Context: an optimization exercise on an open-source flow, tuned for small area, a short achievable clock period and few clock cycles per item. The choices shown serve that exercise and are no tape-out recipe. Only simulation tests tie the RTL to the original design; equivalence was not proved.

// sha256_stream
module sha256_stream (
   input  logic         clk,
   input  logic         rst,
   input  logic         tvalid,
   output logic         tready,
   input  logic         tlast,
   input  logic [31:0]  tid,
   input  logic [7:0]   tdata,
   output logic         ovalid,
   output logic [31:0]  oid,
   output logic [60:0]  olen,
   output logic [255:0] osha
);
Size in the first run: roughly 6300 cells after synthesis, ~400 I/O pins.
clock: 10.0 ns
lec_check: 0
cap_margin: 20
cell_pad_in_sites_detail_placement: 1
core_margin: 2
core_utilization: 35
setup_slack_margin: 5
slew_margin: 20
run.sh (not shown) runs the stock make flow with config.mk's settings and CLKGATE_MAP_FILE= SYNTH_SCRIPT=/design/flow/synth_recipe.tcl, a recipe that flattens the netlist after the stock synthesis.
Testbench counts at the start, summed over its fixed seeds: cycles 33,905, bytes 25,402.
Next try:
==> flow/flow/run.sh (new file) <==
#!/bin/bash
# The standard layout (standard.sh), with two changes to how it is built:
#  - the port buffers are the library's smallest plain buffer (buf_1) rather
#    than the delay cell buffer_ports picks by default;
#  - clock tree synthesis adds no dummy loads.
# Constraints, synthesis and every other step are the standard ones.
set -euo pipefail
bash standard.sh \
  "BUFFER_PORTS_ARGS=-buffer_cell sky130_fd_sc_hd__buf_1" \
  "CTS_ARGS=-sink_clustering_enable -repair_clock_nets -dont_use_dummy_load" \
  finish > flow_make.log 2>&1
==> flow/standard.sh (new file) <==
#!/bin/bash
# synth_recipe.tcl (not shown) runs the flow's synth.tcl, then flattens the netlist and writes it again
# the make line also repeats each setting of config.mk as NAME=value (left out here)
make -C /OpenROAD-flow-scripts/flow DESIGN_CONFIG=/design/flow/config.mk WORK_HOME=/design/flow/orfs CLKGATE_MAP_FILE= SYNTH_SCRIPT=/design/flow/synth_recipe.tcl "${@:-finish}"
- CORE_UTILIZATION: 35 -> 45
removed: flow/run.sh
Result: Wire length fell by 1.7%. Flip-flop and latch count does not change. Cell count fell by 8.4%. Die area went down by 22%. Fmax is lower by 1.3%. Clock-buffer cell count falls by 69. Synthesized cell count does not change. Worst setup slack loses 0.065 ns.
Next try:
==> flow/flow/run.sh (replaced) <==
#!/bin/bash
set -euo pipefail
bash standard.sh \
  "BUFFER_PORTS_ARGS=-buffer_cell sky130_fd_sc_hd__buf_1" \
  "CTS_ARGS=-sink_clustering_enable -repair_clock_nets -dont_use_dummy_load" \
  "SETUP_SLACK_MARGIN=5.7" \
  finish > flow_make.log 2>&1
- CORE_UTILIZATION: 45 -> 35
- SETUP_SLACK_MARGIN: 5 -> not set
Effect: Area after synthesis stays the same. Worst setup slack gains 0.59 ns. Wire length goes up by 3.5%. Sequential share of layout area shrinks by 2.0 points.
Next try:
==> flow/flow/run.sh (replaced) <==
#!/bin/bash
# The standard layout (standard.sh), with two changes to how it is built:
#  - the port buffers are the library's smallest plain buffer (buf_1) rather
#    than the delay cell buffer_ports picks by default;
#  - clock tree synthesis adds no dummy loads.
# Constraints, synthesis and every other step are the standard ones.
set -euo pipefail
bash standard.sh \
  "BUFFER_PORTS_ARGS=-buffer_cell sky130_fd_sc_hd__buf_1" \
  "CTS_ARGS=-sink_clustering_enable -repair_clock_nets -dont_use_dummy_load" \
  finish > flow_make.log 2>&1
- SETUP_SLACK_MARGIN: not set -> 5
Result: Clock-buffer cell count went up by 3; sequential share of layout area went up by 1.5 points; non-clock buffer count went down by 139; fmax went down by about 10%; synthesized area stays the same; worst setup slack degrades by 0.53 ns.

---

== wip/lagoon ==
Another version of the RTL of sha256_stream (not shown whole).
Size in the first run: about 1800 flip-flops.
Settings: LEC_CHECK=0, CAP_MARGIN=20, CELL_PAD_IN_SITES_DETAIL_PLACEMENT=1, CORE_MARGIN=2, CORE_UTILIZATION=35, SLEW_MARGIN=20; clock period 10.0 ns.
standard.sh (not shown) runs the stock make flow with config.mk's settings and CLKGATE_MAP_FILE= SYNTH_SCRIPT=/design/flow/synth_recipe.tcl, a recipe that flattens the netlist after the stock synthesis.
==> flow/flow/run.sh <==
#!/bin/bash
set -euo pipefail
bash standard.sh SETUP_SLACK_MARGIN=6 finish > standard_make.log 2>&1
Testbench counts of wip/lagoon, summed over its fixed seeds: cycles 33,873, bytes 25,402.
diff inputs: wip/lagoon => wip/fjord
# wip/lagoon
export LEC_CHECK = 0
export CAP_MARGIN = 20
export CELL_PAD_IN_SITES_DETAIL_PLACEMENT = 1
export CORE_MARGIN = 2
export CORE_UTILIZATION = 35
export SLEW_MARGIN = 20
create_clock -name core_clock -period 10.0 [get_ports {clk}]
# wip/fjord
export LEC_CHECK = 0
export CAP_MARGIN = 20
export CELL_PAD_IN_SITES_DETAIL_PLACEMENT = 1
export CORE_MARGIN = 2
export CORE_UTILIZATION = 60
export CTS_BUF_LIST = sky130_fd_sc_hd__clkbuf_4 sky130_fd_sc_hd__clkbuf_8
export SETUP_SLACK_MARGIN = 5
export SLEW_MARGIN = 20
create_clock -name core_clock -period 10.0 [get_ports {clk}]
==> flow/run.sh (new file) <==
#!/bin/bash
# synth_recipe.tcl (not shown) runs the flow's synth.tcl, then flattens the netlist and writes it again
# the make line also repeats each setting of config.mk as NAME=value (left out here)
make -C /OpenROAD-flow-scripts/flow DESIGN_CONFIG=/design/flow/config.mk WORK_HOME=/design/flow/orfs CLKGATE_MAP_FILE= SYNTH_SCRIPT=/design/flow/synth_recipe.tcl finish
removed: flow/flow/run.sh
removed: flow/standard.sh
### Flow results
- Status: wip/fjord FAILED at global routing (tool error)
- Cmp wip/fjord vs wip/lagoon: placed wire-length estimate higher in wip/fjord
- Any difference in fraction of the yosys area taken by sequential cells between wip/fjord and wip/lagoon is small enough to ignore.
- Quantity of hold-fixing buffers added after cts came out exactly the same in wip/lagoon and wip/fjord.
- Routability-driven placement congestion ratio: wip/fjord vs wip/lagoon up 2.6%
- In the tables for wip/lagoon and wip/fjord, placed cell count reads lower with wip/fjord.
- Setup fix buffers added after clock tree synthesis (higher): wip/lagoon
- From wip/fjord to wip/lagoon, mux contribution to synthesized area did not move at all.
- Post-cts gate resize count, wip/lagoon and wip/fjord, higher one = wip/lagoon.
- As of wip/fjord, horizontal extent of the die had fallen by more than 10% compared to wip/lagoon.
- Compared wip/fjord against wip/lagoon; number of flip-flops and latches in the synthesized netlist within noise.
- wip/fjord vs. wip/lagoon: standard-cell row count went down by 41.
--- input diff wip/fjord..wip/quartz ---
# wip/fjord
export LEC_CHECK = 0
export CAP_MARGIN = 20
export CELL_PAD_IN_SITES_DETAIL_PLACEMENT = 1
export CORE_MARGIN = 2
export CORE_UTILIZATION = 60
export CTS_BUF_LIST = sky130_fd_sc_hd__clkbuf_4 sky130_fd_sc_hd__clkbuf_8
export SETUP_SLACK_MARGIN = 5
export SLEW_MARGIN = 20
create_clock -name core_clock -period 10.0 [get_ports {clk}]
# wip/quartz
export LEC_CHECK = 0
export CAP_MARGIN = 20
export CELL_PAD_IN_SITES_DETAIL_PLACEMENT = 1
export CORE_MARGIN = 2
export CORE_UTILIZATION = 35
export SETUP_SLACK_MARGIN = 5
export SLEW_MARGIN = 20
create_clock -name core_clock -period 10.0 [get_ports {clk}]
## What came out
- wip/quartz did not stop at any stage, and its layout met the timing, design-rule and antenna checks.
- Number of I/O port buffers came out exactly the same in wip/fjord and wip/quartz.
- Delta (wip/quartz minus wip/fjord): number of placement rows moved up, synthesized cell count did not really move, final weighted congestion in routability-driven placement now sits lower.
- Measured against wip/fjord, the number of CTS-inserted buffers of wip/quartz comes out at 0.62 times the reference value.
- Average cell area after synthesis delta (wip/quartz -> wip/fjord): insignificant
- wip/fjord -> wip/quartz: width of the die increased by more than a quarter
- [compare] base=wip/fjord new=wip/quartz: cell total after placement picked up an extra 1299; maximum root-to-sink buffer count went down by 1; worst slack after detailed placement increased by 0.46 ns relative to the old numbers; floorplan die height has increased.

-- re-timing with driven ports --
The flow's constraints put no driver on any port. The routed layouts listed below were extracted and timed again, unchanged, in two steps. Step 1 assumes that a clkbuf_16 drives the clock port and a buf_2 every other input. Step 2 also shifts input and output timing later by t, the mid clock arrival at the registers, as if the neighbouring blocks saw the same clock. a / b / c = no drivers / after step 1 / after step 2; a / b = the first two.
run	t (ns)	setup slack, ns	worst hold slack (ns)	cell pins on the clock port's net
the first run of note 1	0.918	5.033 / 5.033 / 4.530	0.313 / 0.313 / 0.313	1
the second run of note 1	0.878	4.968 / 4.968 / 4.968	0.290 / 0.290 / 0.290	1
the third run of note 1	0.877	5.556 / 5.556 / 5.128	0.306 / 0.306 / 0.306	1
the fourth run of note 1	0.880	5.030 / 5.030 / 4.654	0.283 / 0.283 / 0.283	1
wip/lagoon	0.942	5.201 / 5.201 / 5.201	0.303 / 0.303 / 0.303	1
wip/quartz	0.926	5.042 / 5.042 / 4.722	0.290 / 0.290 / 0.290	1
After both steps every run listed still meets setup and hold. The setup slack of the first run of note 1, which loses most, moves by 0.000 ns with the drivers and by -0.503 ns with both steps.
